What follows belongs to an exercise in optimizing a design on an open flow for small area, a short achievable clock period and few clock cycles per item; a production flow would make more cautious choices. Only simulation tests tie the RTL to the original design; equivalence was not proved.

File: flow/run.sh
#!/bin/bash
# synth_recipe.tcl (not shown) runs the flow's synth.tcl, then flattens the netlist and writes it again
# the make line also repeats each setting of config.mk as NAME=value (left out here)
make -C /OpenROAD-flow-scripts/flow DESIGN_CONFIG=/design/flow/config.mk WORK_HOME=/design/flow/orfs CLKGATE_MAP_FILE= SYNTH_SCRIPT=/design/flow/synth_recipe.tcl finish
File: flow/constraint.sdc
create_clock -name core_clock -period 10.0 [get_ports {clk}]
set_input_delay 2.0000 -clock core_clock [delete_from_list [all_inputs] [get_ports {clk}]]
set_output_delay 2.0000 -clock core_clock [all_outputs]
set_load 0.01 [all_outputs]
File: flow/config.mk
export PLATFORM = sky130hd
export DESIGN_NAME = line_segment_clipper
export DESIGN_NICKNAME = line_segment_clipper
export VERILOG_FILES = /design/flow/design.v
export SDC_FILE = /design/flow/constraint.sdc
export NUM_CORES = 4
export LEC_CHECK = 0
export ABC_AREA = 1
export CAP_MARGIN = 20
export CORE_MARGIN = 2
export CORE_UTILIZATION = 40
export SETUP_SLACK_MARGIN = 5
export SLEW_MARGIN = 20
File: flow/design.v
package lsc_pkg;
	localparam int COORD_BITS = 16;
	typedef logic signed [COORD_BITS-1:0] coord_t;
	typedef logic [1:0] cfg_idx_t;
	localparam cfg_idx_t REG_LEFT = 2'd0;
	localparam cfg_idx_t REG_RIGHT = 2'd1;
	localparam cfg_idx_t REG_BOTTOM = 2'd2;
	localparam cfg_idx_t REG_TOP = 2'd3;
	localparam coord_t WIN_LEFT_RST = -16'sd100;
	localparam coord_t WIN_RIGHT_RST = 16'sd100;
	localparam coord_t WIN_BOTTOM_RST = -16'sd100;
	localparam coord_t WIN_TOP_RST = 16'sd100;
endpackage
module lsc_divider #(
	parameter int PW = 1,
	parameter logic [15:0] CUT = 16'h0000,
	parameter bit CUT_IN = 1'b0
) (
	input logic clk,
	input logic arst_n,
	input logic adv,
	input logic vin,
	input logic [31:0] na,
	input logic [15:0] da,
	input logic [31:0] nb,
	input logic [15:0] db,
	input logic [PW-1:0] pin,
	output logic vout,
	output logic [15:0] qa,
	output logic rza,
	output logic [15:0] dao,
	output logic [15:0] qb,
	output logic rzb,
	output logic [15:0] dbo,
	output logic [PW-1:0] pout
);
	logic [15:0] ra_i [17];
	logic [15:0] la_i [17];
	logic [15:0] da_i [17];
	logic [15:0] rb_i [17];
	logic [15:0] lb_i [17];
	logic [15:0] db_i [17];
	logic v_i [17];
	logic [PW-1:0] p_i [17];
	logic [15:0] ra0, la0, da0, rb0, lb0, db0;
	logic v0;
	logic [PW-1:0] p0;
	if (CUT_IN) begin : g_in
		always_ff @(posedge clk or negedge arst_n) begin
			if (!arst_n) begin
				v0 <= 1'b0;
			end else if (adv) begin
				v0 <= vin;
			end
		end
		always_ff @(posedge clk) begin
			if (adv) begin
				{ra0, la0} <= na;
				da0 <= da;
				{rb0, lb0} <= nb;
				db0 <= db;
				p0 <= pin;
			end
		end
	end else begin : g_in_wire
		assign v0 = vin;
		assign {ra0, la0} = na;
		assign da0 = da;
		assign {rb0, lb0} = nb;
		assign db0 = db;
		assign p0 = pin;
	end
	assign ra_i[0] = ra0;
	assign la_i[0] = la0;
	assign da_i[0] = da0;
	assign rb_i[0] = rb0;
	assign lb_i[0] = lb0;
	assign db_i[0] = db0;
	assign v_i[0] = v0;
	assign p_i[0] = p0;
	for (genvar k = 0; k < 16; k++) begin : g_step
		logic [15:0] ra_o, la_o, rb_o, lb_o;
		logic [17:0] ta, tb;
		logic fa, fb;
		always_comb begin
			ta = {1'b0, ra_i[k], la_i[k][15]} - {2'b00, da_i[k]};
			fa = !ta[17];
			ra_o = fa ? ta[15:0] : {ra_i[k][14:0], la_i[k][15]};
			la_o = {la_i[k][14:0], fa};
			tb = {1'b0, rb_i[k], lb_i[k][15]} - {2'b00, db_i[k]};
			fb = !tb[17];
			rb_o = fb ? tb[15:0] : {rb_i[k][14:0], lb_i[k][15]};
			lb_o = {lb_i[k][14:0], fb};
		end
		if (CUT[k]) begin : g_reg
			logic v_q;
			logic [15:0] ra_q, la_q, da_q, rb_q, lb_q, db_q;
			logic [PW-1:0] p_q;
			always_ff @(posedge clk or negedge arst_n) begin
				if (!arst_n) begin
					v_q <= 1'b0;
				end else if (adv) begin
					v_q <= v_i[k];
				end
			end
			always_ff @(posedge clk) begin
				if (adv) begin
					ra_q <= ra_o;
					la_q <= la_o;
					da_q <= da_i[k];
					rb_q <= rb_o;
					lb_q <= lb_o;
					db_q <= db_i[k];
					p_q <= p_i[k];
				end
			end
			assign v_i[k+1] = v_q;
			assign ra_i[k+1] = ra_q;
			assign la_i[k+1] = la_q;
			assign da_i[k+1] = da_q;
			assign rb_i[k+1] = rb_q;
			assign lb_i[k+1] = lb_q;
			assign db_i[k+1] = db_q;
			assign p_i[k+1] = p_q;
		end else begin : g_wire
			assign v_i[k+1] = v_i[k];
			assign ra_i[k+1] = ra_o;
			assign la_i[k+1] = la_o;
			assign da_i[k+1] = da_i[k];
			assign rb_i[k+1] = rb_o;
			assign lb_i[k+1] = lb_o;
			assign db_i[k+1] = db_i[k];
			assign p_i[k+1] = p_i[k];
		end
	end
	assign vout = v_i[16];
	assign qa = la_i[16];
	assign rza = |ra_i[16];
	assign dao = da_i[16];
	assign qb = lb_i[16];
	assign rzb = |rb_i[16];
	assign dbo = db_i[16];
	assign pout = p_i[16];
endmodule
module lsc_mul16cs (input [15:0] a, input [15:0] b, output [31:0] ps, output [31:0] pc);
wire t1 = (a[13] & b[0]) ^ (a[12] & b[1]);
wire t2 = (a[13] & b[0]) & (a[12] & b[1]);
wire t3 = (a[14] & b[0]) ^ (a[13] & b[1]) ^ (a[12] & b[2]);
wire t4 = ((a[14] & b[0]) & (a[13] & b[1])) | ((a[14] & b[0]) & (a[12] & b[2])) | ((a[13] & b[1]) & (a[12] & b[2]));
wire t5 = (a[11] & b[3]) ^ (a[10] & b[4]);
wire t6 = (a[11] & b[3]) & (a[10] & b[4]);
wire t7 = (a[15] & b[0]) ^ (a[14] & b[1]) ^ (a[13] & b[2]);
wire t8 = ((a[15] & b[0]) & (a[14] & b[1])) | ((a[15] & b[0]) & (a[13] & b[2])) | ((a[14] & b[1]) & (a[13] & b[2]));
wire t9 = (a[12] & b[3]) ^ (a[11] & b[4]) ^ (a[10] & b[5]);
wire t10 = ((a[12] & b[3]) & (a[11] & b[4])) | ((a[12] & b[3]) & (a[10] & b[5])) | ((a[11] & b[4]) & (a[10] & b[5]));
wire t11 = (a[9] & b[6]) ^ (a[8] & b[7]);
wire t12 = (a[9] & b[6]) & (a[8] & b[7]);
wire t13 = (a[15] & b[1]) ^ (a[14] & b[2]) ^ (a[13] & b[3]);
wire t14 = ((a[15] & b[1]) & (a[14] & b[2])) | ((a[15] & b[1]) & (a[13] & b[3])) | ((a[14] & b[2]) & (a[13] & b[3]));
wire t15 = (a[12] & b[4]) ^ (a[11] & b[5]) ^ (a[10] & b[6]);
wire t16 = ((a[12] & b[4]) & (a[11] & b[5])) | ((a[12] & b[4]) & (a[10] & b[6])) | ((a[11] & b[5]) & (a[10] & b[6]));
wire t17 = (a[9] & b[7]) ^ (a[8] & b[8]);
wire t18 = (a[9] & b[7]) & (a[8] & b[8]);
wire t19 = (a[15] & b[2]) ^ (a[14] & b[3]) ^ (a[13] & b[4]);
wire t20 = ((a[15] & b[2]) & (a[14] & b[3])) | ((a[15] & b[2]) & (a[13] & b[4])) | ((a[14] & b[3]) & (a[13] & b[4]));
wire t21 = (a[12] & b[5]) ^ (a[11] & b[6]) ^ (a[10] & b[7]);
wire t22 = ((a[12] & b[5]) & (a[11] & b[6])) | ((a[12] & b[5]) & (a[10] & b[7])) | ((a[11] & b[6]) & (a[10] & b[7]));
wire t23 = (a[15] & b[3]) ^ (a[14] & b[4]) ^ (a[13] & b[5]);
wire t24 = ((a[15] & b[3]) & (a[14] & b[4])) | ((a[15] & b[3]) & (a[13] & b[5])) | ((a[14] & b[4]) & (a[13] & b[5]));
wire t25 = (a[9] & b[0]) ^ (a[8] & b[1]);
wire t26 = (a[9] & b[0]) & (a[8] & b[1]);
wire t27 = (a[10] & b[0]) ^ (a[9] & b[1]) ^ (a[8] & b[2]);
wire t28 = ((a[10] & b[0]) & (a[9] & b[1])) | ((a[10] & b[0]) & (a[8] & b[2])) | ((a[9] & b[1]) & (a[8] & b[2]));
wire t29 = (a[7] & b[3]) ^ (a[6] & b[4]);
wire t30 = (a[7] & b[3]) & (a[6] & b[4]);
wire t31 = (a[11] & b[0]) ^ (a[10] & b[1]) ^ (a[9] & b[2]);
wire t32 = ((a[11] & b[0]) & (a[10] & b[1])) | ((a[11] & b[0]) & (a[9] & b[2])) | ((a[10] & b[1]) & (a[9] & b[2]));
wire t33 = (a[8] & b[3]) ^ (a[7] & b[4]) ^ (a[6] & b[5]);
wire t34 = ((a[8] & b[3]) & (a[7] & b[4])) | ((a[8] & b[3]) & (a[6] & b[5])) | ((a[7] & b[4]) & (a[6] & b[5]));
wire t35 = (a[5] & b[6]) ^ (a[4] & b[7]);
wire t36 = (a[5] & b[6]) & (a[4] & b[7]);
wire t37 = (a[12] & b[0]) ^ (a[11] & b[1]) ^ (a[10] & b[2]);
wire t38 = ((a[12] & b[0]) & (a[11] & b[1])) | ((a[12] & b[0]) & (a[10] & b[2])) | ((a[11] & b[1]) & (a[10] & b[2]));
wire t39 = (a[9] & b[3]) ^ (a[8] & b[4]) ^ (a[7] & b[5]);
wire t40 = ((a[9] & b[3]) & (a[8] & b[4])) | ((a[9] & b[3]) & (a[7] & b[5])) | ((a[8] & b[4]) & (a[7] & b[5]));
wire t41 = (a[6] & b[6]) ^ (a[5] & b[7]) ^ (a[4] & b[8]);
wire t42 = ((a[6] & b[6]) & (a[5] & b[7])) | ((a[6] & b[6]) & (a[4] & b[8])) | ((a[5] & b[7]) & (a[4] & b[8]));
wire t43 = (a[3] & b[9]) ^ (a[2] & b[10]);
wire t44 = (a[3] & b[9]) & (a[2] & b[10]);
wire t45 = (a[11] & b[2]) ^ (a[10] & b[3]) ^ (a[9] & b[4]);
wire t46 = ((a[11] & b[2]) & (a[10] & b[3])) | ((a[11] & b[2]) & (a[9] & b[4])) | ((a[10] & b[3]) & (a[9] & b[4]));
wire t47 = (a[8] & b[5]) ^ (a[7] & b[6]) ^ (a[6] & b[7]);
wire t48 = ((a[8] & b[5]) & (a[7] & b[6])) | ((a[8] & b[5]) & (a[6] & b[7])) | ((a[7] & b[6]) & (a[6] & b[7]));
wire t49 = (a[5] & b[8]) ^ (a[4] & b[9]) ^ (a[3] & b[10]);
wire t50 = ((a[5] & b[8]) & (a[4] & b[9])) | ((a[5] & b[8]) & (a[3] & b[10])) | ((a[4] & b[9]) & (a[3] & b[10]));
wire t51 = (a[2] & b[11]) ^ (a[1] & b[12]) ^ (a[0] & b[13]);
wire t52 = ((a[2] & b[11]) & (a[1] & b[12])) | ((a[2] & b[11]) & (a[0] & b[13])) | ((a[1] & b[12]) & (a[0] & b[13]));
wire t53 = (a[9] & b[5]) ^ (a[8] & b[6]) ^ (a[7] & b[7]);
wire t54 = ((a[9] & b[5]) & (a[8] & b[6])) | ((a[9] & b[5]) & (a[7] & b[7])) | ((a[8] & b[6]) & (a[7] & b[7]));
wire t55 = (a[6] & b[8]) ^ (a[5] & b[9]) ^ (a[4] & b[10]);
wire t56 = ((a[6] & b[8]) & (a[5] & b[9])) | ((a[6] & b[8]) & (a[4] & b[10])) | ((a[5] & b[9]) & (a[4] & b[10]));
wire t57 = (a[3] & b[11]) ^ (a[2] & b[12]) ^ (a[1] & b[13]);
wire t58 = ((a[3] & b[11]) & (a[2] & b[12])) | ((a[3] & b[11]) & (a[1] & b[13])) | ((a[2] & b[12]) & (a[1] & b[13]));
wire t59 = (a[0] & b[14]) ^ t3 ^ t5;
wire t60 = ((a[0] & b[14]) & t3) | ((a[0] & b[14]) & t5) | (t3 & t5);
wire t61 = (a[7] & b[8]) ^ (a[6] & b[9]) ^ (a[5] & b[10]);
wire t62 = ((a[7] & b[8]) & (a[6] & b[9])) | ((a[7] & b[8]) & (a[5] & b[10])) | ((a[6] & b[9]) & (a[5] & b[10]));
wire t63 = (a[4] & b[11]) ^ (a[3] & b[12]) ^ (a[2] & b[13]);
wire t64 = ((a[4] & b[11]) & (a[3] & b[12])) | ((a[4] & b[11]) & (a[2] & b[13])) | ((a[3] & b[12]) & (a[2] & b[13]));
wire t65 = (a[1] & b[14]) ^ (a[0] & b[15]) ^ t7;
wire t66 = ((a[1] & b[14]) & (a[0] & b[15])) | ((a[1] & b[14]) & t7) | ((a[0] & b[15]) & t7);
wire t67 = t9 ^ t11 ^ t4;
wire t68 = (t9 & t11) | (t9 & t4) | (t11 & t4);
wire t69 = (a[7] & b[9]) ^ (a[6] & b[10]) ^ (a[5] & b[11]);
wire t70 = ((a[7] & b[9]) & (a[6] & b[10])) | ((a[7] & b[9]) & (a[5] & b[11])) | ((a[6] & b[10]) & (a[5] & b[11]));
wire t71 = (a[4] & b[12]) ^ (a[3] & b[13]) ^ (a[2] & b[14]);
wire t72 = ((a[4] & b[12]) & (a[3] & b[13])) | ((a[4] & b[12]) & (a[2] & b[14])) | ((a[3] & b[13]) & (a[2] & b[14]));
wire t73 = (a[1] & b[15]) ^ t13 ^ t15;
wire t74 = ((a[1] & b[15]) & t13) | ((a[1] & b[15]) & t15) | (t13 & t15);
wire t75 = t17 ^ t8 ^ t10;
wire t76 = (t17 & t8) | (t17 & t10) | (t8 & t10);
wire t77 = (a[9] & b[8]) ^ (a[8] & b[9]) ^ (a[7] & b[10]);
wire t78 = ((a[9] & b[8]) & (a[8] & b[9])) | ((a[9] & b[8]) & (a[7] & b[10])) | ((a[8] & b[9]) & (a[7] & b[10]));
wire t79 = (a[6] & b[11]) ^ (a[5] & b[12]) ^ (a[4] & b[13]);
wire t80 = ((a[6] & b[11]) & (a[5] & b[12])) | ((a[6] & b[11]) & (a[4] & b[13])) | ((a[5] & b[12]) & (a[4] & b[13]));
wire t81 = (a[3] & b[14]) ^ (a[2] & b[15]) ^ t19;
wire t82 = ((a[3] & b[14]) & (a[2] & b[15])) | ((a[3] & b[14]) & t19) | ((a[2] & b[15]) & t19);
wire t83 = t21 ^ t14 ^ t16;
wire t84 = (t21 & t14) | (t21 & t16) | (t14 & t16);
wire t85 = (a[12] & b[6]) ^ (a[11] & b[7]) ^ (a[10] & b[8]);
wire t86 = ((a[12] & b[6]) & (a[11] & b[7])) | ((a[12] & b[6]) & (a[10] & b[8])) | ((a[11] & b[7]) & (a[10] & b[8]));
wire t87 = (a[9] & b[9]) ^ (a[8] & b[10]) ^ (a[7] & b[11]);
wire t88 = ((a[9] & b[9]) & (a[8] & b[10])) | ((a[9] & b[9]) & (a[7] & b[11])) | ((a[8] & b[10]) & (a[7] & b[11]));
wire t89 = (a[6] & b[12]) ^ (a[5] & b[13]) ^ (a[4] & b[14]);
wire t90 = ((a[6] & b[12]) & (a[5] & b[13])) | ((a[6] & b[12]) & (a[4] & b[14])) | ((a[5] & b[13]) & (a[4] & b[14]));
wire t91 = (a[3] & b[15]) ^ t23 ^ t20;
wire t92 = ((a[3] & b[15]) & t23) | ((a[3] & b[15]) & t20) | (t23 & t20);
wire t93 = (a[15] & b[4]) ^ (a[14] & b[5]) ^ (a[13] & b[6]);
wire t94 = ((a[15] & b[4]) & (a[14] & b[5])) | ((a[15] & b[4]) & (a[13] & b[6])) | ((a[14] & b[5]) & (a[13] & b[6]));
wire t95 = (a[12] & b[7]) ^ (a[11] & b[8]) ^ (a[10] & b[9]);
wire t96 = ((a[12] & b[7]) & (a[11] & b[8])) | ((a[12] & b[7]) & (a[10] & b[9])) | ((a[11] & b[8]) & (a[10] & b[9]));
wire t97 = (a[9] & b[10]) ^ (a[8] & b[11]) ^ (a[7] & b[12]);
wire t98 = ((a[9] & b[10]) & (a[8] & b[11])) | ((a[9] & b[10]) & (a[7] & b[12])) | ((a[8] & b[11]) & (a[7] & b[12]));
wire t99 = (a[6] & b[13]) ^ (a[5] & b[14]) ^ (a[4] & b[15]);
wire t100 = ((a[6] & b[13]) & (a[5] & b[14])) | ((a[6] & b[13]) & (a[4] & b[15])) | ((a[5] & b[14]) & (a[4] & b[15]));
wire t101 = (a[15] & b[5]) ^ (a[14] & b[6]) ^ (a[13] & b[7]);
wire t102 = ((a[15] & b[5]) & (a[14] & b[6])) | ((a[15] & b[5]) & (a[13] & b[7])) | ((a[14] & b[6]) & (a[13] & b[7]));
wire t103 = (a[12] & b[8]) ^ (a[11] & b[9]) ^ (a[10] & b[10]);
wire t104 = ((a[12] & b[8]) & (a[11] & b[9])) | ((a[12] & b[8]) & (a[10] & b[10])) | ((a[11] & b[9]) & (a[10] & b[10]));
wire t105 = (a[9] & b[11]) ^ (a[8] & b[12]) ^ (a[7] & b[13]);
wire t106 = ((a[9] & b[11]) & (a[8] & b[12])) | ((a[9] & b[11]) & (a[7] & b[13])) | ((a[8] & b[12]) & (a[7] & b[13]));
wire t107 = (a[15] & b[6]) ^ (a[14] & b[7]) ^ (a[13] & b[8]);
wire t108 = ((a[15] & b[6]) & (a[14] & b[7])) | ((a[15] & b[6]) & (a[13] & b[8])) | ((a[14] & b[7]) & (a[13] & b[8]));
wire t109 = (a[12] & b[9]) ^ (a[11] & b[10]) ^ (a[10] & b[11]);
wire t110 = ((a[12] & b[9]) & (a[11] & b[10])) | ((a[12] & b[9]) & (a[10] & b[11])) | ((a[11] & b[10]) & (a[10] & b[11]));
wire t111 = (a[15] & b[7]) ^ (a[14] & b[8]) ^ (a[13] & b[9]);
wire t112 = ((a[15] & b[7]) & (a[14] & b[8])) | ((a[15] & b[7]) & (a[13] & b[9])) | ((a[14] & b[8]) & (a[13] & b[9]));
wire t113 = (a[6] & b[0]) ^ (a[5] & b[1]);
wire t114 = (a[6] & b[0]) & (a[5] & b[1]);
wire t115 = (a[7] & b[0]) ^ (a[6] & b[1]) ^ (a[5] & b[2]);
wire t116 = ((a[7] & b[0]) & (a[6] & b[1])) | ((a[7] & b[0]) & (a[5] & b[2])) | ((a[6] & b[1]) & (a[5] & b[2]));
wire t117 = (a[4] & b[3]) ^ (a[3] & b[4]);
wire t118 = (a[4] & b[3]) & (a[3] & b[4]);
wire t119 = (a[8] & b[0]) ^ (a[7] & b[1]) ^ (a[6] & b[2]);
wire t120 = ((a[8] & b[0]) & (a[7] & b[1])) | ((a[8] & b[0]) & (a[6] & b[2])) | ((a[7] & b[1]) & (a[6] & b[2]));
wire t121 = (a[5] & b[3]) ^ (a[4] & b[4]) ^ (a[3] & b[5]);
wire t122 = ((a[5] & b[3]) & (a[4] & b[4])) | ((a[5] & b[3]) & (a[3] & b[5])) | ((a[4] & b[4]) & (a[3] & b[5]));
wire t123 = (a[2] & b[6]) ^ (a[1] & b[7]);
wire t124 = (a[2] & b[6]) & (a[1] & b[7]);
wire t125 = (a[7] & b[2]) ^ (a[6] & b[3]) ^ (a[5] & b[4]);
wire t126 = ((a[7] & b[2]) & (a[6] & b[3])) | ((a[7] & b[2]) & (a[5] & b[4])) | ((a[6] & b[3]) & (a[5] & b[4]));
wire t127 = (a[4] & b[5]) ^ (a[3] & b[6]) ^ (a[2] & b[7]);
wire t128 = ((a[4] & b[5]) & (a[3] & b[6])) | ((a[4] & b[5]) & (a[2] & b[7])) | ((a[3] & b[6]) & (a[2] & b[7]));
wire t129 = (a[1] & b[8]) ^ (a[0] & b[9]) ^ t25;
wire t130 = ((a[1] & b[8]) & (a[0] & b[9])) | ((a[1] & b[8]) & t25) | ((a[0] & b[9]) & t25);
wire t131 = (a[5] & b[5]) ^ (a[4] & b[6]) ^ (a[3] & b[7]);
wire t132 = ((a[5] & b[5]) & (a[4] & b[6])) | ((a[5] & b[5]) & (a[3] & b[7])) | ((a[4] & b[6]) & (a[3] & b[7]));
wire t133 = (a[2] & b[8]) ^ (a[1] & b[9]) ^ (a[0] & b[10]);
wire t134 = ((a[2] & b[8]) & (a[1] & b[9])) | ((a[2] & b[8]) & (a[0] & b[10])) | ((a[1] & b[9]) & (a[0] & b[10]));
wire t135 = t27 ^ t29 ^ t26;
wire t136 = (t27 & t29) | (t27 & t26) | (t29 & t26);
wire t137 = (a[3] & b[8]) ^ (a[2] & b[9]) ^ (a[1] & b[10]);
wire t138 = ((a[3] & b[8]) & (a[2] & b[9])) | ((a[3] & b[8]) & (a[1] & b[10])) | ((a[2] & b[9]) & (a[1] & b[10]));
wire t139 = (a[0] & b[11]) ^ t31 ^ t33;
wire t140 = ((a[0] & b[11]) & t31) | ((a[0] & b[11]) & t33) | (t31 & t33);
wire t141 = t35 ^ t28 ^ t30;
wire t142 = (t35 & t28) | (t35 & t30) | (t28 & t30);
wire t143 = (a[1] & b[11]) ^ (a[0] & b[12]) ^ t37;
wire t144 = ((a[1] & b[11]) & (a[0] & b[12])) | ((a[1] & b[11]) & t37) | ((a[0] & b[12]) & t37);
wire t145 = t39 ^ t41 ^ t43;
wire t146 = (t39 & t41) | (t39 & t43) | (t41 & t43);
wire t147 = t32 ^ t34 ^ t36;
wire t148 = (t32 & t34) | (t32 & t36) | (t34 & t36);
wire t149 = t1 ^ t45 ^ t47;
wire t150 = (t1 & t45) | (t1 & t47) | (t45 & t47);
wire t151 = t49 ^ t51 ^ t38;
wire t152 = (t49 & t51) | (t49 & t38) | (t51 & t38);
wire t153 = t40 ^ t42 ^ t44;
wire t154 = (t40 & t42) | (t40 & t44) | (t42 & t44);
wire t155 = t2 ^ t53 ^ t55;
wire t156 = (t2 & t53) | (t2 & t55) | (t53 & t55);
wire t157 = t57 ^ t59 ^ t46;
wire t158 = (t57 & t59) | (t57 & t46) | (t59 & t46);
wire t159 = t48 ^ t50 ^ t52;
wire t160 = (t48 & t50) | (t48 & t52) | (t50 & t52);
wire t161 = t6 ^ t61 ^ t63;
wire t162 = (t6 & t61) | (t6 & t63) | (t61 & t63);
wire t163 = t65 ^ t67 ^ t54;
wire t164 = (t65 & t67) | (t65 & t54) | (t67 & t54);
wire t165 = t56 ^ t58 ^ t60;
wire t166 = (t56 & t58) | (t56 & t60) | (t58 & t60);
wire t167 = t12 ^ t69 ^ t71;
wire t168 = (t12 & t69) | (t12 & t71) | (t69 & t71);
wire t169 = t73 ^ t75 ^ t62;
wire t170 = (t73 & t75) | (t73 & t62) | (t75 & t62);
wire t171 = t64 ^ t66 ^ t68;
wire t172 = (t64 & t66) | (t64 & t68) | (t66 & t68);
wire t173 = t18 ^ t77 ^ t79;
wire t174 = (t18 & t77) | (t18 & t79) | (t77 & t79);
wire t175 = t81 ^ t83 ^ t70;
wire t176 = (t81 & t83) | (t81 & t70) | (t83 & t70);
wire t177 = t72 ^ t74 ^ t76;
wire t178 = (t72 & t74) | (t72 & t76) | (t74 & t76);
wire t179 = t22 ^ t85 ^ t87;
wire t180 = (t22 & t85) | (t22 & t87) | (t85 & t87);
wire t181 = t89 ^ t91 ^ t78;
wire t182 = (t89 & t91) | (t89 & t78) | (t91 & t78);
wire t183 = t80 ^ t82 ^ t84;
wire t184 = (t80 & t82) | (t80 & t84) | (t82 & t84);
wire t185 = t24 ^ t93 ^ t95;
wire t186 = (t24 & t93) | (t24 & t95) | (t93 & t95);
wire t187 = t97 ^ t99 ^ t86;
wire t188 = (t97 & t99) | (t97 & t86) | (t99 & t86);
wire t189 = t88 ^ t90 ^ t92;
wire t190 = (t88 & t90) | (t88 & t92) | (t90 & t92);
wire t191 = (a[6] & b[14]) ^ (a[5] & b[15]) ^ t101;
wire t192 = ((a[6] & b[14]) & (a[5] & b[15])) | ((a[6] & b[14]) & t101) | ((a[5] & b[15]) & t101);
wire t193 = t103 ^ t105 ^ t94;
wire t194 = (t103 & t105) | (t103 & t94) | (t105 & t94);
wire t195 = t96 ^ t98 ^ t100;
wire t196 = (t96 & t98) | (t96 & t100) | (t98 & t100);
wire t197 = (a[9] & b[12]) ^ (a[8] & b[13]) ^ (a[7] & b[14]);
wire t198 = ((a[9] & b[12]) & (a[8] & b[13])) | ((a[9] & b[12]) & (a[7] & b[14])) | ((a[8] & b[13]) & (a[7] & b[14]));
wire t199 = (a[6] & b[15]) ^ t107 ^ t109;
wire t200 = ((a[6] & b[15]) & t107) | ((a[6] & b[15]) & t109) | (t107 & t109);
wire t201 = t102 ^ t104 ^ t106;
wire t202 = (t102 & t104) | (t102 & t106) | (t104 & t106);
wire t203 = (a[12] & b[10]) ^ (a[11] & b[11]) ^ (a[10] & b[12]);
wire t204 = ((a[12] & b[10]) & (a[11] & b[11])) | ((a[12] & b[10]) & (a[10] & b[12])) | ((a[11] & b[11]) & (a[10] & b[12]));
wire t205 = (a[9] & b[13]) ^ (a[8] & b[14]) ^ (a[7] & b[15]);
wire t206 = ((a[9] & b[13]) & (a[8] & b[14])) | ((a[9] & b[13]) & (a[7] & b[15])) | ((a[8] & b[14]) & (a[7] & b[15]));
wire t207 = t111 ^ t108 ^ t110;
wire t208 = (t111 & t108) | (t111 & t110) | (t108 & t110);
wire t209 = (a[15] & b[8]) ^ (a[14] & b[9]) ^ (a[13] & b[10]);
wire t210 = ((a[15] & b[8]) & (a[14] & b[9])) | ((a[15] & b[8]) & (a[13] & b[10])) | ((a[14] & b[9]) & (a[13] & b[10]));
wire t211 = (a[12] & b[11]) ^ (a[11] & b[12]) ^ (a[10] & b[13]);
wire t212 = ((a[12] & b[11]) & (a[11] & b[12])) | ((a[12] & b[11]) & (a[10] & b[13])) | ((a[11] & b[12]) & (a[10] & b[13]));
wire t213 = (a[9] & b[14]) ^ (a[8] & b[15]) ^ t112;
wire t214 = ((a[9] & b[14]) & (a[8] & b[15])) | ((a[9] & b[14]) & t112) | ((a[8] & b[15]) & t112);
wire t215 = (a[15] & b[9]) ^ (a[14] & b[10]) ^ (a[13] & b[11]);
wire t216 = ((a[15] & b[9]) & (a[14] & b[10])) | ((a[15] & b[9]) & (a[13] & b[11])) | ((a[14] & b[10]) & (a[13] & b[11]));
wire t217 = (a[12] & b[12]) ^ (a[11] & b[13]) ^ (a[10] & b[14]);
wire t218 = ((a[12] & b[12]) & (a[11] & b[13])) | ((a[12] & b[12]) & (a[10] & b[14])) | ((a[11] & b[13]) & (a[10] & b[14]));
wire t219 = (a[15] & b[10]) ^ (a[14] & b[11]) ^ (a[13] & b[12]);
wire t220 = ((a[15] & b[10]) & (a[14] & b[11])) | ((a[15] & b[10]) & (a[13] & b[12])) | ((a[14] & b[11]) & (a[13] & b[12]));
wire t221 = (a[4] & b[0]) ^ (a[3] & b[1]);
wire t222 = (a[4] & b[0]) & (a[3] & b[1]);
wire t223 = (a[5] & b[0]) ^ (a[4] & b[1]) ^ (a[3] & b[2]);
wire t224 = ((a[5] & b[0]) & (a[4] & b[1])) | ((a[5] & b[0]) & (a[3] & b[2])) | ((a[4] & b[1]) & (a[3] & b[2]));
wire t225 = (a[2] & b[3]) ^ (a[1] & b[4]);
wire t226 = (a[2] & b[3]) & (a[1] & b[4]);
wire t227 = (a[4] & b[2]) ^ (a[3] & b[3]) ^ (a[2] & b[4]);
wire t228 = ((a[4] & b[2]) & (a[3] & b[3])) | ((a[4] & b[2]) & (a[2] & b[4])) | ((a[3] & b[3]) & (a[2] & b[4]));
wire t229 = (a[1] & b[5]) ^ (a[0] & b[6]) ^ t113;
wire t230 = ((a[1] & b[5]) & (a[0] & b[6])) | ((a[1] & b[5]) & t113) | ((a[0] & b[6]) & t113);
wire t231 = (a[2] & b[5]) ^ (a[1] & b[6]) ^ (a[0] & b[7]);
wire t232 = ((a[2] & b[5]) & (a[1] & b[6])) | ((a[2] & b[5]) & (a[0] & b[7])) | ((a[1] & b[6]) & (a[0] & b[7]));
wire t233 = t115 ^ t117 ^ t114;
wire t234 = (t115 & t117) | (t115 & t114) | (t117 & t114);
wire t235 = (a[0] & b[8]) ^ t119 ^ t121;
wire t236 = ((a[0] & b[8]) & t119) | ((a[0] & b[8]) & t121) | (t119 & t121);
wire t237 = t123 ^ t116 ^ t118;
wire t238 = (t123 & t116) | (t123 & t118) | (t116 & t118);
wire t239 = t125 ^ t127 ^ t129;
wire t240 = (t125 & t127) | (t125 & t129) | (t127 & t129);
wire t241 = t120 ^ t122 ^ t124;
wire t242 = (t120 & t122) | (t120 & t124) | (t122 & t124);
wire t243 = t131 ^ t133 ^ t135;
wire t244 = (t131 & t133) | (t131 & t135) | (t133 & t135);
wire t245 = t126 ^ t128 ^ t130;
wire t246 = (t126 & t128) | (t126 & t130) | (t128 & t130);
wire t247 = t137 ^ t139 ^ t141;
wire t248 = (t137 & t139) | (t137 & t141) | (t139 & t141);
wire t249 = t132 ^ t134 ^ t136;
wire t250 = (t132 & t134) | (t132 & t136) | (t134 & t136);
wire t251 = t143 ^ t145 ^ t147;
wire t252 = (t143 & t145) | (t143 & t147) | (t145 & t147);
wire t253 = t138 ^ t140 ^ t142;
wire t254 = (t138 & t140) | (t138 & t142) | (t140 & t142);
wire t255 = t149 ^ t151 ^ t153;
wire t256 = (t149 & t151) | (t149 & t153) | (t151 & t153);
wire t257 = t144 ^ t146 ^ t148;
wire t258 = (t144 & t146) | (t144 & t148) | (t146 & t148);
wire t259 = t155 ^ t157 ^ t159;
wire t260 = (t155 & t157) | (t155 & t159) | (t157 & t159);
wire t261 = t150 ^ t152 ^ t154;
wire t262 = (t150 & t152) | (t150 & t154) | (t152 & t154);
wire t263 = t161 ^ t163 ^ t165;
wire t264 = (t161 & t163) | (t161 & t165) | (t163 & t165);
wire t265 = t156 ^ t158 ^ t160;
wire t266 = (t156 & t158) | (t156 & t160) | (t158 & t160);
wire t267 = t167 ^ t169 ^ t171;
wire t268 = (t167 & t169) | (t167 & t171) | (t169 & t171);
wire t269 = t162 ^ t164 ^ t166;
wire t270 = (t162 & t164) | (t162 & t166) | (t164 & t166);
wire t271 = t173 ^ t175 ^ t177;
wire t272 = (t173 & t175) | (t173 & t177) | (t175 & t177);
wire t273 = t168 ^ t170 ^ t172;
wire t274 = (t168 & t170) | (t168 & t172) | (t170 & t172);
wire t275 = t179 ^ t181 ^ t183;
wire t276 = (t179 & t181) | (t179 & t183) | (t181 & t183);
wire t277 = t174 ^ t176 ^ t178;
wire t278 = (t174 & t176) | (t174 & t178) | (t176 & t178);
wire t279 = t185 ^ t187 ^ t189;
wire t280 = (t185 & t187) | (t185 & t189) | (t187 & t189);
wire t281 = t180 ^ t182 ^ t184;
wire t282 = (t180 & t182) | (t180 & t184) | (t182 & t184);
wire t283 = t191 ^ t193 ^ t195;
wire t284 = (t191 & t193) | (t191 & t195) | (t193 & t195);
wire t285 = t186 ^ t188 ^ t190;
wire t286 = (t186 & t188) | (t186 & t190) | (t188 & t190);
wire t287 = t197 ^ t199 ^ t201;
wire t288 = (t197 & t199) | (t197 & t201) | (t199 & t201);
wire t289 = t192 ^ t194 ^ t196;
wire t290 = (t192 & t194) | (t192 & t196) | (t194 & t196);
wire t291 = t203 ^ t205 ^ t207;
wire t292 = (t203 & t205) | (t203 & t207) | (t205 & t207);
wire t293 = t198 ^ t200 ^ t202;
wire t294 = (t198 & t200) | (t198 & t202) | (t200 & t202);
wire t295 = t209 ^ t211 ^ t213;
wire t296 = (t209 & t211) | (t209 & t213) | (t211 & t213);
wire t297 = t204 ^ t206 ^ t208;
wire t298 = (t204 & t206) | (t204 & t208) | (t206 & t208);
wire t299 = (a[9] & b[15]) ^ t215 ^ t217;
wire t300 = ((a[9] & b[15]) & t215) | ((a[9] & b[15]) & t217) | (t215 & t217);
wire t301 = t210 ^ t212 ^ t214;
wire t302 = (t210 & t212) | (t210 & t214) | (t212 & t214);
wire t303 = (a[12] & b[13]) ^ (a[11] & b[14]) ^ (a[10] & b[15]);
wire t304 = ((a[12] & b[13]) & (a[11] & b[14])) | ((a[12] & b[13]) & (a[10] & b[15])) | ((a[11] & b[14]) & (a[10] & b[15]));
wire t305 = t219 ^ t216 ^ t218;
wire t306 = (t219 & t216) | (t219 & t218) | (t216 & t218);
wire t307 = (a[15] & b[11]) ^ (a[14] & b[12]) ^ (a[13] & b[13]);
wire t308 = ((a[15] & b[11]) & (a[14] & b[12])) | ((a[15] & b[11]) & (a[13] & b[13])) | ((a[14] & b[12]) & (a[13] & b[13]));
wire t309 = (a[12] & b[14]) ^ (a[11] & b[15]) ^ t220;
wire t310 = ((a[12] & b[14]) & (a[11] & b[15])) | ((a[12] & b[14]) & t220) | ((a[11] & b[15]) & t220);
wire t311 = (a[15] & b[12]) ^ (a[14] & b[13]) ^ (a[13] & b[14]);
wire t312 = ((a[15] & b[12]) & (a[14] & b[13])) | ((a[15] & b[12]) & (a[13] & b[14])) | ((a[14] & b[13]) & (a[13] & b[14]));
wire t313 = (a[3] & b[0]) ^ (a[2] & b[1]);
wire t314 = (a[3] & b[0]) & (a[2] & b[1]);
wire t315 = (a[2] & b[2]) ^ (a[1] & b[3]) ^ (a[0] & b[4]);
wire t316 = ((a[2] & b[2]) & (a[1] & b[3])) | ((a[2] & b[2]) & (a[0] & b[4])) | ((a[1] & b[3]) & (a[0] & b[4]));
wire t317 = (a[0] & b[5]) ^ t223 ^ t225;
wire t318 = ((a[0] & b[5]) & t223) | ((a[0] & b[5]) & t225) | (t223 & t225);
wire t319 = t227 ^ t229 ^ t224;
wire t320 = (t227 & t229) | (t227 & t224) | (t229 & t224);
wire t321 = t231 ^ t233 ^ t228;
wire t322 = (t231 & t233) | (t231 & t228) | (t233 & t228);
wire t323 = t235 ^ t237 ^ t232;
wire t324 = (t235 & t237) | (t235 & t232) | (t237 & t232);
wire t325 = t239 ^ t241 ^ t236;
wire t326 = (t239 & t241) | (t239 & t236) | (t241 & t236);
wire t327 = t243 ^ t245 ^ t240;
wire t328 = (t243 & t245) | (t243 & t240) | (t245 & t240);
wire t329 = t247 ^ t249 ^ t244;
wire t330 = (t247 & t249) | (t247 & t244) | (t249 & t244);
wire t331 = t251 ^ t253 ^ t248;
wire t332 = (t251 & t253) | (t251 & t248) | (t253 & t248);
wire t333 = t255 ^ t257 ^ t252;
wire t334 = (t255 & t257) | (t255 & t252) | (t257 & t252);
wire t335 = t259 ^ t261 ^ t256;
wire t336 = (t259 & t261) | (t259 & t256) | (t261 & t256);
wire t337 = t263 ^ t265 ^ t260;
wire t338 = (t263 & t265) | (t263 & t260) | (t265 & t260);
wire t339 = t267 ^ t269 ^ t264;
wire t340 = (t267 & t269) | (t267 & t264) | (t269 & t264);
wire t341 = t271 ^ t273 ^ t268;
wire t342 = (t271 & t273) | (t271 & t268) | (t273 & t268);
wire t343 = t275 ^ t277 ^ t272;
wire t344 = (t275 & t277) | (t275 & t272) | (t277 & t272);
wire t345 = t279 ^ t281 ^ t276;
wire t346 = (t279 & t281) | (t279 & t276) | (t281 & t276);
wire t347 = t283 ^ t285 ^ t280;
wire t348 = (t283 & t285) | (t283 & t280) | (t285 & t280);
wire t349 = t287 ^ t289 ^ t284;
wire t350 = (t287 & t289) | (t287 & t284) | (t289 & t284);
wire t351 = t291 ^ t293 ^ t288;
wire t352 = (t291 & t293) | (t291 & t288) | (t293 & t288);
wire t353 = t295 ^ t297 ^ t292;
wire t354 = (t295 & t297) | (t295 & t292) | (t297 & t292);
wire t355 = t299 ^ t301 ^ t296;
wire t356 = (t299 & t301) | (t299 & t296) | (t301 & t296);
wire t357 = t303 ^ t305 ^ t300;
wire t358 = (t303 & t305) | (t303 & t300) | (t305 & t300);
wire t359 = t307 ^ t309 ^ t304;
wire t360 = (t307 & t309) | (t307 & t304) | (t309 & t304);
wire t361 = (a[12] & b[15]) ^ t311 ^ t308;
wire t362 = ((a[12] & b[15]) & t311) | ((a[12] & b[15]) & t308) | (t311 & t308);
wire t363 = (a[15] & b[13]) ^ (a[14] & b[14]) ^ (a[13] & b[15]);
wire t364 = ((a[15] & b[13]) & (a[14] & b[14])) | ((a[15] & b[13]) & (a[13] & b[15])) | ((a[14] & b[14]) & (a[13] & b[15]));
wire t365 = (a[2] & b[0]) ^ (a[1] & b[1]);
wire t366 = (a[2] & b[0]) & (a[1] & b[1]);
wire t367 = (a[1] & b[2]) ^ (a[0] & b[3]) ^ t313;
wire t368 = ((a[1] & b[2]) & (a[0] & b[3])) | ((a[1] & b[2]) & t313) | ((a[0] & b[3]) & t313);
wire t369 = t221 ^ t315 ^ t314;
wire t370 = (t221 & t315) | (t221 & t314) | (t315 & t314);
wire t371 = t222 ^ t317 ^ t316;
wire t372 = (t222 & t317) | (t222 & t316) | (t317 & t316);
wire t373 = t226 ^ t319 ^ t318;
wire t374 = (t226 & t319) | (t226 & t318) | (t319 & t318);
wire t375 = t230 ^ t321 ^ t320;
wire t376 = (t230 & t321) | (t230 & t320) | (t321 & t320);
wire t377 = t234 ^ t323 ^ t322;
wire t378 = (t234 & t323) | (t234 & t322) | (t323 & t322);
wire t379 = t238 ^ t325 ^ t324;
wire t380 = (t238 & t325) | (t238 & t324) | (t325 & t324);
wire t381 = t242 ^ t327 ^ t326;
wire t382 = (t242 & t327) | (t242 & t326) | (t327 & t326);
wire t383 = t246 ^ t329 ^ t328;
wire t384 = (t246 & t329) | (t246 & t328) | (t329 & t328);
wire t385 = t250 ^ t331 ^ t330;
wire t386 = (t250 & t331) | (t250 & t330) | (t331 & t330);
wire t387 = t254 ^ t333 ^ t332;
wire t388 = (t254 & t333) | (t254 & t332) | (t333 & t332);
wire t389 = t258 ^ t335 ^ t334;
wire t390 = (t258 & t335) | (t258 & t334) | (t335 & t334);
wire t391 = t262 ^ t337 ^ t336;
wire t392 = (t262 & t337) | (t262 & t336) | (t337 & t336);
wire t393 = t266 ^ t339 ^ t338;
wire t394 = (t266 & t339) | (t266 & t338) | (t339 & t338);
wire t395 = t270 ^ t341 ^ t340;
wire t396 = (t270 & t341) | (t270 & t340) | (t341 & t340);
wire t397 = t274 ^ t343 ^ t342;
wire t398 = (t274 & t343) | (t274 & t342) | (t343 & t342);
wire t399 = t278 ^ t345 ^ t344;
wire t400 = (t278 & t345) | (t278 & t344) | (t345 & t344);
wire t401 = t282 ^ t347 ^ t346;
wire t402 = (t282 & t347) | (t282 & t346) | (t347 & t346);
wire t403 = t286 ^ t349 ^ t348;
wire t404 = (t286 & t349) | (t286 & t348) | (t349 & t348);
wire t405 = t290 ^ t351 ^ t350;
wire t406 = (t290 & t351) | (t290 & t350) | (t351 & t350);
wire t407 = t294 ^ t353 ^ t352;
wire t408 = (t294 & t353) | (t294 & t352) | (t353 & t352);
wire t409 = t298 ^ t355 ^ t354;
wire t410 = (t298 & t355) | (t298 & t354) | (t355 & t354);
wire t411 = t302 ^ t357 ^ t356;
wire t412 = (t302 & t357) | (t302 & t356) | (t357 & t356);
wire t413 = t306 ^ t359 ^ t358;
wire t414 = (t306 & t359) | (t306 & t358) | (t359 & t358);
wire t415 = t310 ^ t361 ^ t360;
wire t416 = (t310 & t361) | (t310 & t360) | (t361 & t360);
wire t417 = t312 ^ t363 ^ t362;
wire t418 = (t312 & t363) | (t312 & t362) | (t363 & t362);
wire t419 = (a[15] & b[14]) ^ (a[14] & b[15]) ^ t364;
wire t420 = ((a[15] & b[14]) & (a[14] & b[15])) | ((a[15] & b[14]) & t364) | ((a[14] & b[15]) & t364);
wire [31:0] r0 = {1'b0, (a[15] & b[15]), t419, t417, t415, t413, t411, t409, t407, t405, t403, t401, t399, t397, t395, t393, t391, t389, t387, t385, t383, t381, t379, t377, t375, t373, t371, t369, t367, (a[0] & b[2]), (a[1] & b[0]), (a[0] & b[0])};
wire [31:0] r1 = {1'b0, t420, t418, t416, t414, t412, t410, t408, t406, t404, t402, t400, t398, t396, t394, t392, t390, t388, t386, t384, t382, t380, t378, t376, t374, t372, t370, t368, t366, t365, (a[0] & b[1]), 1'b0};
assign ps = r0;
assign pc = r1;
endmodule
module line_segment_clipper (
	input logic clk,
	input logic arst_n,
	input logic in_valid,
	output logic in_stall,
	input lsc_pkg::coord_t start_x,
	input lsc_pkg::coord_t start_y,
	input lsc_pkg::coord_t end_x,
	input lsc_pkg::coord_t end_y,
	output logic out_valid,
	input logic out_stall,
	output logic visible,
	output lsc_pkg::coord_t clip_start_x,
	output lsc_pkg::coord_t clip_start_y,
	output lsc_pkg::coord_t clip_end_x,
	output lsc_pkg::coord_t clip_end_y,
	input logic cfg_write,
	input lsc_pkg::cfg_idx_t cfg_index,
	input lsc_pkg::coord_t cfg_data
);
	localparam logic [15:0] DIV_CUT = 16'b1010_1010_1010_1010;
	localparam int PW = 32 + 11;
	logic [15:0] win_l, win_r, win_b, win_t;
	always_ff @(posedge clk or negedge arst_n) begin
		if (!arst_n) begin
			win_l <= lsc_pkg::WIN_LEFT_RST;
			win_r <= lsc_pkg::WIN_RIGHT_RST;
			win_b <= lsc_pkg::WIN_BOTTOM_RST;
			win_t <= lsc_pkg::WIN_TOP_RST;
		end else if (cfg_write) begin
			case (cfg_index)
				lsc_pkg::REG_LEFT: win_l <= cfg_data;
				lsc_pkg::REG_RIGHT: win_r <= cfg_data;
				lsc_pkg::REG_BOTTOM: win_b <= cfg_data;
				lsc_pkg::REG_TOP: win_t <= cfg_data;
				default: ;
			endcase
		end
	end
	logic ov_q;
	logic adv;
	assign adv = !ov_q || !out_stall;
	assign in_stall = !adv;
	function automatic logic [15+16+16+5:0] axis_prep(logic [15:0] c0, logic [15:0] c1,
		logic [15:0] lo, logic [15:0] hi);
		logic signed [16:0] d, nd, e_lo, e_hi, x_hi, x_lo, en, ex;
		logic neg, zero, enpos, clamp, rej;
		logic [15:0] ad, den, en_c, ex_c;
		d = $signed({c1[15], c1}) - $signed({c0[15], c0});
		nd = $signed({c0[15], c0}) - $signed({c1[15], c1});
		e_lo = $signed({lo[15], lo}) - $signed({c0[15], c0});
		e_hi = $signed({c0[15], c0}) - $signed({hi[15], hi});
		x_hi = $signed({hi[15], hi}) - $signed({c0[15], c0});
		x_lo = $signed({c0[15], c0}) - $signed({lo[15], lo});
		neg = d[16];
		zero = (c0 == c1);
		ad = neg ? nd[15:0] : d[15:0];
		en = neg ? e_hi : e_lo;
		ex = neg ? x_lo : x_hi;
		clamp = neg ? ($signed(c1) >= $signed(lo)) : ($signed(hi) >= $signed(c1));
		if (zero) begin
			den = 16'd1;
			en_c = 16'd0;
			ex_c = 16'd1;
			enpos = 1'b0;
			clamp = 1'b1;
			rej = (!e_lo[16] && e_lo != 17'd0) || x_hi[16];
		end else begin
			den = ad;
			en_c = en[16] ? 16'd0 : en[15:0];
			ex_c = clamp ? ad : ex[15:0];
			enpos = !en[16] && en != 17'd0;
			rej = ex[16];
		end
		axis_prep = {den, en_c, ex_c, neg, zero, enpos, clamp, rej};
	endfunction
	logic v1;
	logic [15:0] x0_1, y0_1;
	logic [15:0] denx_1, enx_1, exx_1, deny_1, eny_1, exy_1;
	logic negx_1, zerox_1, enposx_1, clampx_1, negy_1, zeroy_1, enposy_1, clampy_1, rej_1;
	always_ff @(posedge clk or negedge arst_n) begin
		if (!arst_n) v1 <= 1'b0;
		else if (adv) v1 <= in_valid;
	end
	logic [52:0] prepx, prepy;
	assign prepx = axis_prep(start_x, end_x, win_l, win_r);
	assign prepy = axis_prep(start_y, end_y, win_b, win_t);
	always_ff @(posedge clk) begin
		if (adv) begin
			x0_1 <= start_x;
			y0_1 <= start_y;
			{denx_1, enx_1, exx_1, negx_1, zerox_1, enposx_1, clampx_1} <= prepx[52:1];
			{deny_1, eny_1, exy_1, negy_1, zeroy_1, enposy_1, clampy_1} <= prepy[52:1];
			rej_1 <= prepx[0] | prepy[0];
		end
	end
	logic v2;
	logic [15:0] x0_2, y0_2, denx_2, deny_2;
	logic negx_2, zerox_2, enposx_2, clampx_2, negy_2, zeroy_2, enposy_2, clampy_2, rej_2;
	logic [63:0] pa_2, pb_2, pc_2, pd_2;
	logic [31:0] pa, pb, pc, pd;
	assign pa = pa_2[63:32] + pa_2[31:0];
	assign pb = pb_2[63:32] + pb_2[31:0];
	assign pc = pc_2[63:32] + pc_2[31:0];
	assign pd = pd_2[63:32] + pd_2[31:0];
	always_ff @(posedge clk or negedge arst_n) begin
		if (!arst_n) v2 <= 1'b0;
		else if (adv) v2 <= v1;
	end
	logic [63:0] ma, mb, mc, md;
	lsc_mul16cs u_ma (.a(enx_1), .b(deny_1), .ps(ma[63:32]), .pc(ma[31:0]));
	lsc_mul16cs u_mb (.a(eny_1), .b(denx_1), .ps(mb[63:32]), .pc(mb[31:0]));
	lsc_mul16cs u_mc (.a(exx_1), .b(deny_1), .ps(mc[63:32]), .pc(mc[31:0]));
	lsc_mul16cs u_md (.a(exy_1), .b(denx_1), .ps(md[63:32]), .pc(md[31:0]));
	always_ff @(posedge clk) begin
		if (adv) begin
			x0_2 <= x0_1;
			y0_2 <= y0_1;
			denx_2 <= denx_1;
			deny_2 <= deny_1;
			{negx_2, zerox_2, enposx_2, clampx_2} <= {negx_1, zerox_1, enposx_1, clampx_1};
			{negy_2, zeroy_2, enposy_2, clampy_2} <= {negy_1, zeroy_1, enposy_1, clampy_1};
			rej_2 <= rej_1 || (enx_1 > exx_1) || (eny_1 > exy_1);
			pa_2 <= ma;
			pb_2 <= mb;
			pc_2 <= mc;
			pd_2 <= md;
		end
	end
	logic sel_e, sel_x, vis_2;
	logic [31:0] ne, nx;
	logic [15:0] de, dx;
	always_comb begin
		sel_e = pa >= pb;
		sel_x = pc <= pd;
		vis_2 = !rej_2 && (pa <= pd) && (pb <= pc);
		ne = sel_e ? pa : pb;
		de = sel_e ? denx_2 : deny_2;
		nx = sel_x ? pc : pd;
		dx = sel_x ? denx_2 : deny_2;
	end
	logic vd;
	logic [15:0] qe, qx, de_d, dx_d;
	logic rze, rzx;
	logic [PW-1:0] pay;
	lsc_divider #(.PW(PW), .CUT(DIV_CUT), .CUT_IN(1'b1)) u_div (
		.clk(clk), .arst_n(arst_n), .adv(adv),
		.vin(v2), .na(ne), .da(de), .nb(nx), .db(dx),
		.pin({x0_2, y0_2, sel_e, sel_x, negx_2, negy_2, zerox_2, zeroy_2,
			enposx_2, enposy_2, clampx_2, clampy_2, vis_2}),
		.vout(vd), .qa(qe), .rza(rze), .dao(de_d), .qb(qx), .rzb(rzx), .dbo(dx_d),
		.pout(pay)
	);
	function automatic logic [15:0] round_pt(logic [15:0] base, logic [15:0] q, logic rnz,
		logic neg, logic zero);
		logic [16:0] qq, s0, s1;
		logic inc;
		qq = neg ? {1'b1, ~q} : {1'b0, q};
		s0 = {base[15], base} + qq;
		s1 = {base[15], base} + qq + 17'd1;
		inc = (neg && !rnz) || (rnz && s0[16]);
		round_pt = zero ? base : (inc ? s1[15:0] : s0[15:0]);
	endfunction
	logic [15:0] px0, py0;
	logic psel_e, psel_x, pnegx, pnegy, pzerox, pzeroy, penposx, penposy, pclampx, pclampy, pvis;
	logic [64:0] res;
	always_comb begin
		logic [15:0] oe, ox, ee, ex, sx, sy, ex_, ey_, dd, ob_e, ob_x, sb_x;
		logic on_e, oz_e, on_x, oz_x, sn_x, sz_x, sc_x, sn_e, sp_e;
		{px0, py0, psel_e, psel_x, pnegx, pnegy, pzerox, pzeroy,
			penposx, penposy, pclampx, pclampy, pvis} = pay;
		ob_e = psel_e ? py0 : px0;
		on_e = psel_e ? pnegy : pnegx;
		oz_e = psel_e ? pzeroy : pzerox;
		oe = round_pt(ob_e, qe, rze, on_e, oz_e);
		sp_e = psel_e ? penposx : penposy;
		sn_e = psel_e ? pnegx : pnegy;
		ee = !sp_e ? (psel_e ? px0 : py0)
			: psel_e ? (sn_e ? win_r : win_l) : (sn_e ? win_t : win_b);
		sx = psel_e ? ee : oe;
		sy = psel_e ? oe : ee;
		ob_x = psel_x ? py0 : px0;
		on_x = psel_x ? pnegy : pnegx;
		oz_x = psel_x ? pzeroy : pzerox;
		ox = round_pt(ob_x, qx, rzx, on_x, oz_x);
		sb_x = psel_x ? px0 : py0;
		sn_x = psel_x ? pnegx : pnegy;
		sz_x = psel_x ? pzerox : pzeroy;
		sc_x = psel_x ? pclampx : pclampy;
		dd = sz_x ? 16'd0 : dx_d;
		ex = sc_x ? (sn_x ? sb_x - dd : sb_x + dd)
			: psel_x ? (sn_x ? win_l : win_r) : (sn_x ? win_b : win_t);
		ex_ = psel_x ? ex : ox;
		ey_ = psel_x ? ox : ex;
		res = pvis ? {1'b1, sx, sy, ex_, ey_} : 65'd0;
	end
	logic [64:0] or_q;
	always_ff @(posedge clk or negedge arst_n) begin
		if (!arst_n) ov_q <= 1'b0;
		else if (adv) ov_q <= vd;
	end
	always_ff @(posedge clk) begin
		if (adv) or_q <= res;
	end
	assign out_valid = ov_q;
	assign {visible, clip_start_x, clip_start_y, clip_end_x, clip_end_y} = or_q;
endmodule
==> results of run 1 <==
## through the flow
stage          worst slack (ps)  instance area, µm²  hold WS (ps)  instances
2_1_floorplan              3200              141000           400      15900
3_3_place_gp               3630              147000           401      20300
3_5_place_dp               3580              147000           405      20300
4_1_cts                    5000              155000           310      20700
5_1_grt                    4930              156000           331      20800
6_report                   5020              156000           332      20800
## final cells by class
type	count	area, µm²	share of cell area [%]
Multi-Input combinational cell	10500	73200	46.9
Sequential cell	1830	54600	35.0
Inverter	3095	11700	7.47
Tap cell	4599	5750	3.69
Clock buffer	247	5410	3.47
Timing Repair Buffer	400	3870	2.48
Clock inverter	128	1450	0.929
Timing Repair inverter	8	55.1	0.0353
Antenna cell	8	20.0	0.0128
## sequential cells by signal, summed over array words and instances, names as in the netlist, 43 cells and up
name                     count
or_q                        65
pa_2                        61
pb_2                        61
pc_2                        61
pd_2                        61
u_div.g_step.g_reg.da_q    112
u_div.g_step.g_reg.db_q    128
u_div.g_step.g_reg.la_q    128
u_div.g_step.g_reg.lb_q    128
u_div.g_step.g_reg.p_q     344
u_div.g_step.g_reg.ra_q    128
u_div.g_step.g_reg.rb_q    128
u_div.p0                    43
## critical path: cells and delay by family
kind / cells / cell delay (ps)
buf+inv: 3 / 880
simple gates: 1 / 90
## cells in the final DEF, fill, tap and decap left out, drive strengths merged, types with 26 or more instances in the layout
cell | netlist | final
a211oi | 52 | 52
a21boi | 64 | 64
a21o | 63 | 63
a21oi | 1147 | 1147
a31oi | 81 | 81
buf | 134 | 244
bufinv | 0 | 27
clkbuf | 376 | 252
clkdlybuf4s50 | 0 | 146
clkinv | 1 | 76
clkinvlp | 0 | 26
dfrtp | 46 | 46
dfstp | 30 | 30
edfxtp | 1754 | 1754
fa | 831 | 831
ha | 1148 | 1148
inv | 3094 | 3102
nand2 | 3688 | 3693
nand3 | 570 | 570
nand3b | 51 | 56
nand4 | 75 | 75
nor2 | 758 | 759
nor3 | 96 | 100
o211ai | 28 | 28
o21a | 31 | 31
o21ai | 896 | 896
o21bai | 49 | 49
or2 | 46 | 46
xnor2 | 272 | 272
xor2 | 398 | 398
## worst max-delay path by stage
stage,from,endpoint,cells after the start
3_5_place_dp,start_y[9],exy_1[0],15
2_1_floorplan,out_stall,u_div.v0,3
4_1_cts,u_div.g_step[9].g_reg.da_q[2],u_div.g_step[11].g_reg.ra_q[0],28
5_1_grt,u_div.db0[1],u_div.g_step[1].g_reg.rb_q[15],27
6_report,out_stall,in_stall,4
3_3_place_gp,start_y[9],exy_1[0],15
## cell families (layout without fill, tap and decap cells)
kind of cell	Yosys count	after routing	share of synthesized area, %
and+or+nand+nor	5323	5338	15.4
buffers and inverters	3605	3878	9.81
AOI/OAI and AO/OA	2490	2490	9.68
adders and majority gates	1979	1979	22.1
DFF	1830	1830	38.9
xor gates and xnor gates	670	670	4.17
muxes	6	6	0.0463
other	0	8	0
## metal layers
metal / global-route usage [%] / share of wire (%) / vias up
li1: - / - / 51400
met1: 32.1 / 44 / 51200
met2: 38.3 / 45 / 3158
met3: 3.15 / 6.3 / 708
met4: 8.92 / 4.3 / 12
met5: 0 / 0.019 / -
## timing repair
action                                  CTS  global route
cloned                                   14            13
resized for setup                        97           210
setup buffers                            25            54
endpoints found under the setup margin  510           540
pin swaps                                19            32
endpoints found under the hold margin     0             0
==> results.sh, run 1 <==
export IMPL_status="complete, no violations"
export IMPL_min_delay_worst_endpoint="u_div.g_step[13].g_reg.p_q[9]"
export IMPL_crit_path_max_incr_delay_ps=550
export IMPL_rrSetupSlack_ps=5110
export IMPL_worstRegToRegCells=12
export IMPL_slew_at_the_pin_with_the_worst_max_slew_slack_ps=1260
export IMPL_worst_setup_path_type="in -> out"
export IMPL_cp_data_required_time_ps=8000
export IMPL_ios=154
export IMPL_io_buffer_count=153
export IMPL_worst_skew_pair_late_latency_ps=890
export IMPL_synth_enable_flop_cells=1754
export IMPL_hold_path_startpoint="u_div.g_step[11].g_reg.p_q[9]"
export IMPL_timing_final_hold_violations=0
export IMPL_n_fill_cell=33800
export IMPL_cell_rows=217
export IMPL_timing_rr_start="deny_1[3]"
export IMPL_cts_hold_buffers_added=0
export IMPL_groute_usage_overall_pct=23.6
export IMPL_numCtsBuffers=208
export IMPL_coreArea_um2=350000
export IMPL_ys_dominant_reg_cell="sky130_fd_sc_hd__edfxtp_1"
export IMPL_min_period_ps=4980
export IMPL_timing_fmax_mhz=201
export IMPL_syn_mean_instance_area_um2=8.84
export IMPL_cts_sink_count=1830
export IMPL_die_outline_area_um2=356000
export IMPL_tritoncts="done"
export IMPL_mappedNetlistArea_um2=141000
export IMPL_synth_top_cells_by_count="3671 x sky130_fd_sc_hd__nand2_1, 3079 x sky130_fd_sc_hd__inv_1, 1754 x sky130_fd_sc_hd__edfxtp_1"
export IMPL_routed_via_density=5.12
export IMPL_num_vias=107000
export IMPL_floorplan_initialDensity_pct=40.2
export IMPL_sequential_to_total_area_share_from_yosys_stat_pct=38.9
export IMPL_die_y_um=597
export IMPL_areaGrowthSynthToFinish_pct=11.0
export IMPL_clock_tree_root_cell="sky130_fd_sc_hd__clkbuf_16"
export IMPL_setup_worst_path_end_class="output pin"
export IMPL_synth_fp_nets=18000
export IMPL_synth_async_reset_ratio_pct=4.15
export IMPL_cts_path_max_buffers=4
export IMPL_critical_path_startpoint_type="input pin"
export IMPL_worst_hold_path_type="reg -> reg"
export IMPL_grt_first_pass_wirelength_um=638000
export IMPL_design_final_nets=18100
export IMPL_synth_distinct_cells=74
export IMPL_wl_per_cell_um=20.6
export IMPL_timing_critical_path_slowest_stage_cell="sky130_fd_sc_hd__clkdlybuf4s50_1"
export IMPL_first_global_vias=104000
export IMPL_layout_cells_sized_above_1_pct=5.46
export IMPL_maxCapViolations=0
export IMPL_worst_hold_depth=0
export IMPL_die_w_um=597
export IMPL_finClkSkew_ps=123
export IMPL_post_route_period_util_pct=49.8
export IMPL_finalWeightedCongestion=0.975
export IMPL_yosysTopAreaCellShare_pct=37.5
export IMPL_yosysWarningCount=10
export IMPL_worstPathCellList="buf_2 -> nand2_8 -> clkinvlp_4 -> clkdlybuf4s50_1"
export IMPL_synth_seq_cells=1830
export IMPL_setup_viol_count_final=0
export IMPL_place_hpwl_um=328000
export IMPL_synth_largest_area_cell="sky130_fd_sc_hd__edfxtp_1"
export IMPL_antenna_found_initial=32
export IMPL_final_util_pct=44.6
export IMPL_maxSlewViolCount=0
export IMPL_antenna_left=0
export IMPL_drt_pre_antenna_iters=9
export IMPL_overflow_left_after_global_routing=0
export IMPL_clock_tree_htree_level_count=4
export IMPL_largest_net_degree_at_the_start_of_global_routing=189
export IMPL_postRouteWirelength_um=428000
export IMPL_synthMostInstantiatedCell="sky130_fd_sc_hd__nand2_1"
export IMPL_violation_count_after_the_first_detailed_routing_iteration=8806
export IMPL_worstPathArrival_ps=2980
export IMPL_drcViolationCount=0
export IMPL_clk_pin_slew_ps=60
export IMPL_synth_cells=15900
export IMPL_synth_top_cells_by_area="sky130_fd_sc_hd__edfxtp_1 37%, sky130_fd_sc_hd__fa_1 12%, sky130_fd_sc_hd__ha_1 10%, sky130_fd_sc_hd__nand2_1 9.8%, sky130_fd_sc_hd__inv_1 8.2%"
export IMPL_total_negative_slack_for_setup_checks_ps=0
export IMPL_rsz0062_at_grt="yes"
export IMPL_timing_slew_headroom_pct=15.3
export IMPL_regToRegEndpoint="pc_2[50]"
export IMPL_largest_fanout_of_any_net_on_the_critical_path=2
Testbench counts, summed over its fixed seeds: cycles 34,536, segments 33,600.
==> run 2, diff against run 1 <==
--- a/flow/config.mk
+++ b/flow/config.mk
@@ -8,6 +8,6 @@
 export ABC_AREA = 1
 export CAP_MARGIN = 20
 export CORE_MARGIN = 2
-export CORE_UTILIZATION = 40
+export CORE_UTILIZATION = 65
 export SETUP_SLACK_MARGIN = 5
 export SLEW_MARGIN = 20
==> run 2 against run 1 <==
  * Still clean
  * Design area fell by 1.3%
  * Synthesized cell count stayed put
  * Largest cell class unchanged
==> results.sh, run 2 <==
export IMPL_final_cell_count_no_fill=19000
export IMPL_post_route_period_util_pct=50.0
export IMPL_maxCapViolations=0
export IMPL_min_period_ps=5000
export IMPL_cts_sink_count=1830
export IMPL_status="complete, no violations"
export IMPL_die_y_um=469
export IMPL_cp_data_required_time_ps=10660
export IMPL_setup_worst_path_end_class="register"
export IMPL_overflow_left_after_global_routing=0
export IMPL_worst_skew_pair_late_latency_ps=930
export IMPL_timing_final_hold_violations=0
export IMPL_tritoncts="done"
export IMPL_io_buffer_count=153
export IMPL_clock_tree_root_cell="sky130_fd_sc_hd__clkbuf_16"
export IMPL_antenna_found_initial=37
export IMPL_slew_at_the_pin_with_the_worst_max_slew_slack_ps=1260
export IMPL_drcViolationCount=0
export IMPL_yosysTopAreaCellShare_pct=37.5
export IMPL_crit_path_start="u_div.g_step[11].g_reg.db_q[4]"
export IMPL_synth_fp_nets=18000
export IMPL_ys_dominant_reg_cell="sky130_fd_sc_hd__edfxtp_1"
export IMPL_grt_first_pass_wirelength_um=655000
export IMPL_synth_distinct_cells=74
export IMPL_floorplan_initialDensity_pct=65.4
export IMPL_routed_via_density=6.01
export IMPL_synth_top_cells_by_area="sky130_fd_sc_hd__edfxtp_1 37%, sky130_fd_sc_hd__fa_1 12%, sky130_fd_sc_hd__ha_1 10%, sky130_fd_sc_hd__nand2_1 9.8%, sky130_fd_sc_hd__inv_1 8.2%"
export IMPL_rsz0062_at_grt="yes"
export IMPL_worst_hold_path_type="reg -> reg"
export IMPL_critical_path_startpoint_type="register"
export IMPL_largest_net_degree_at_the_start_of_global_routing=197
export IMPL_violation_count_after_the_first_detailed_routing_iteration=12900
export IMPL_timing_slew_headroom_pct=15.2
export IMPL_ios=154
export IMPL_synth_enable_flop_cells=1754
export IMPL_die_w_um=469
export IMPL_wl_per_cell_um=23.1
export IMPL_worstRegToRegCells=28
export IMPL_die_outline_area_um2=220000
export IMPL_timing_fmax_mhz=200
export IMPL_crit_path_max_incr_delay_ps=430
export IMPL_synth_cells=15900
run 2: changes by cell type in the layout (fill, tap and decap cells not counted), moves of 11 or more:
cell / before / now
sky130_fd_sc_hd__buf_4: 200 / 183
sky130_fd_sc_hd__ha_4: 7 / 18
sky130_fd_sc_hd__ha_1: 1132 / 1115
sky130_fd_sc_hd__a21oi_2: 32 / 44
sky130_fd_sc_hd__clkinv_16: 1 / 14
sky130_fd_sc_hd__clkbuf_16: 213 / 200
run 2: through the flow:
| step | hold WS (ps) | area (µm²) | util, % | setup slack (ps) |
|---|---|---|---|---|
| after detailed placement | 405 | 145000 | 67.3 | 2970 |
| after CTS | 345 | 152000 | 70.8 | 5000 |
| final | 348 | 154000 | 71.7 | 5000 |
| after global placement | 400 | 145000 | 67.3 | 3000 |
| after floorplan | 400 | 141000 | - | 3200 |
| after global routing | 352 | 154000 | 71.7 | 4790 |
run 2: worst min path at each step:
stage / from / to / cells past startpoint
2_1_floorplan: clampx_1 / clampx_2 / 0
3_3_place_gp: u_div.g_step[13].g_reg.p_q[22] / u_div.g_step[15].g_reg.p_q[22] / 0
3_5_place_dp: u_div.g_step[9].g_reg.la_q[13] / u_div.g_step[11].g_reg.la_q[15] / 0
4_1_cts: u_div.g_step[7].g_reg.p_q[15] / u_div.g_step[9].g_reg.p_q[15] / 0
5_1_grt: u_div.g_step[7].g_reg.p_q[15] / u_div.g_step[9].g_reg.p_q[15] / 0
6_report: u_div.g_step[7].g_reg.p_q[15] / u_div.g_step[9].g_reg.p_q[15] / 0
run 2: kinds of logic after synthesis:
group | synth area share (%)
adder cells (fa/ha/maj) | 22.1
AND/OR/NAND/NOR | 15.4
XOR/XNOR | 4.17
AO/OA/AOI/OAI | 9.68
flip-flops | 38.9
buffers and inverters | 9.81
multiplexers | 0.0463
run 2: area by class of cell:
class	instances	area [µm²]
multi-input combinational	10500	73600
fill	15300	60800
sequential	1830	54600
inverter	3095	11700
clock buffer	224	4990
timing repair buffer	387	3850
tap	2838	3550
clock inverter	141	1670
timing repair inverter	7	50.0
antenna	16	40.0
run 2: worst max-delay path: cells and delay by family, from the launching register on:
family	cells	cell delay (ps)
adders and majority gates	2	580
and+or+nand+nor	12	1410
DFF	1	430
AOI/OAI and AO/OA	10	1570
buffers and inverters	4	750
run 2: metal layers:
layer | track usage (%) | vias up | wire length (µm)
li1 | - | 51400 | -
met1 | 48.8 | 54300 | 160000
met2 | 62.0 | 6683 | 197000
met3 | 10.3 | 1843 | 48600
met4 | 24.2 | 32 | 32800
met5 | 0.541 | - | 378
run 2: repair_timing:
| item | CTS | global route |
|---|---|---|
| resized for setup | 111 | 293 |
| setup buffers | 30 | 66 |
| hold buffers | 0 | 0 |
| setup endpoints to repair | 756 | 453 |
| cloned | 18 | 10 |
| pin swaps | 21 | 47 |

what the ideal ports hide:
How much do the figures lean on ideal ports? The routed layouts below were timed once more, with nothing changed but the port constraints.
Step 1 (the two cells are an assumption about what drives the block):
set clk [get_ports {clk}]
set_driving_cell -lib_cell sky130_fd_sc_hd__clkbuf_16 $clk
set_driving_cell -lib_cell sky130_fd_sc_hd__buf_2 [delete_from_list [all_inputs] $clk]
Step 2, shift: input delay + t, output delay - t, t = (earliest + latest rising clock arrival at the registers) / 2. This alone moves slack from input paths to output paths.
Three values: ideal, step 1, step 2; two values: the first two.
run	t (ns)	setup slack, ns	hold slack, ns
run 1	0.960	5.023 / 5.001 / 4.161	0.332 / 0.332 / 0.332
run 2	0.980	4.997 / 4.997 / 4.163	0.348 / 0.348 / 0.348
After both steps setup and hold are still met in every run listed. For run 1, which loses most, drivers alone change the setup slack by -0.022 ns; drivers and shift together by -0.862 ns.
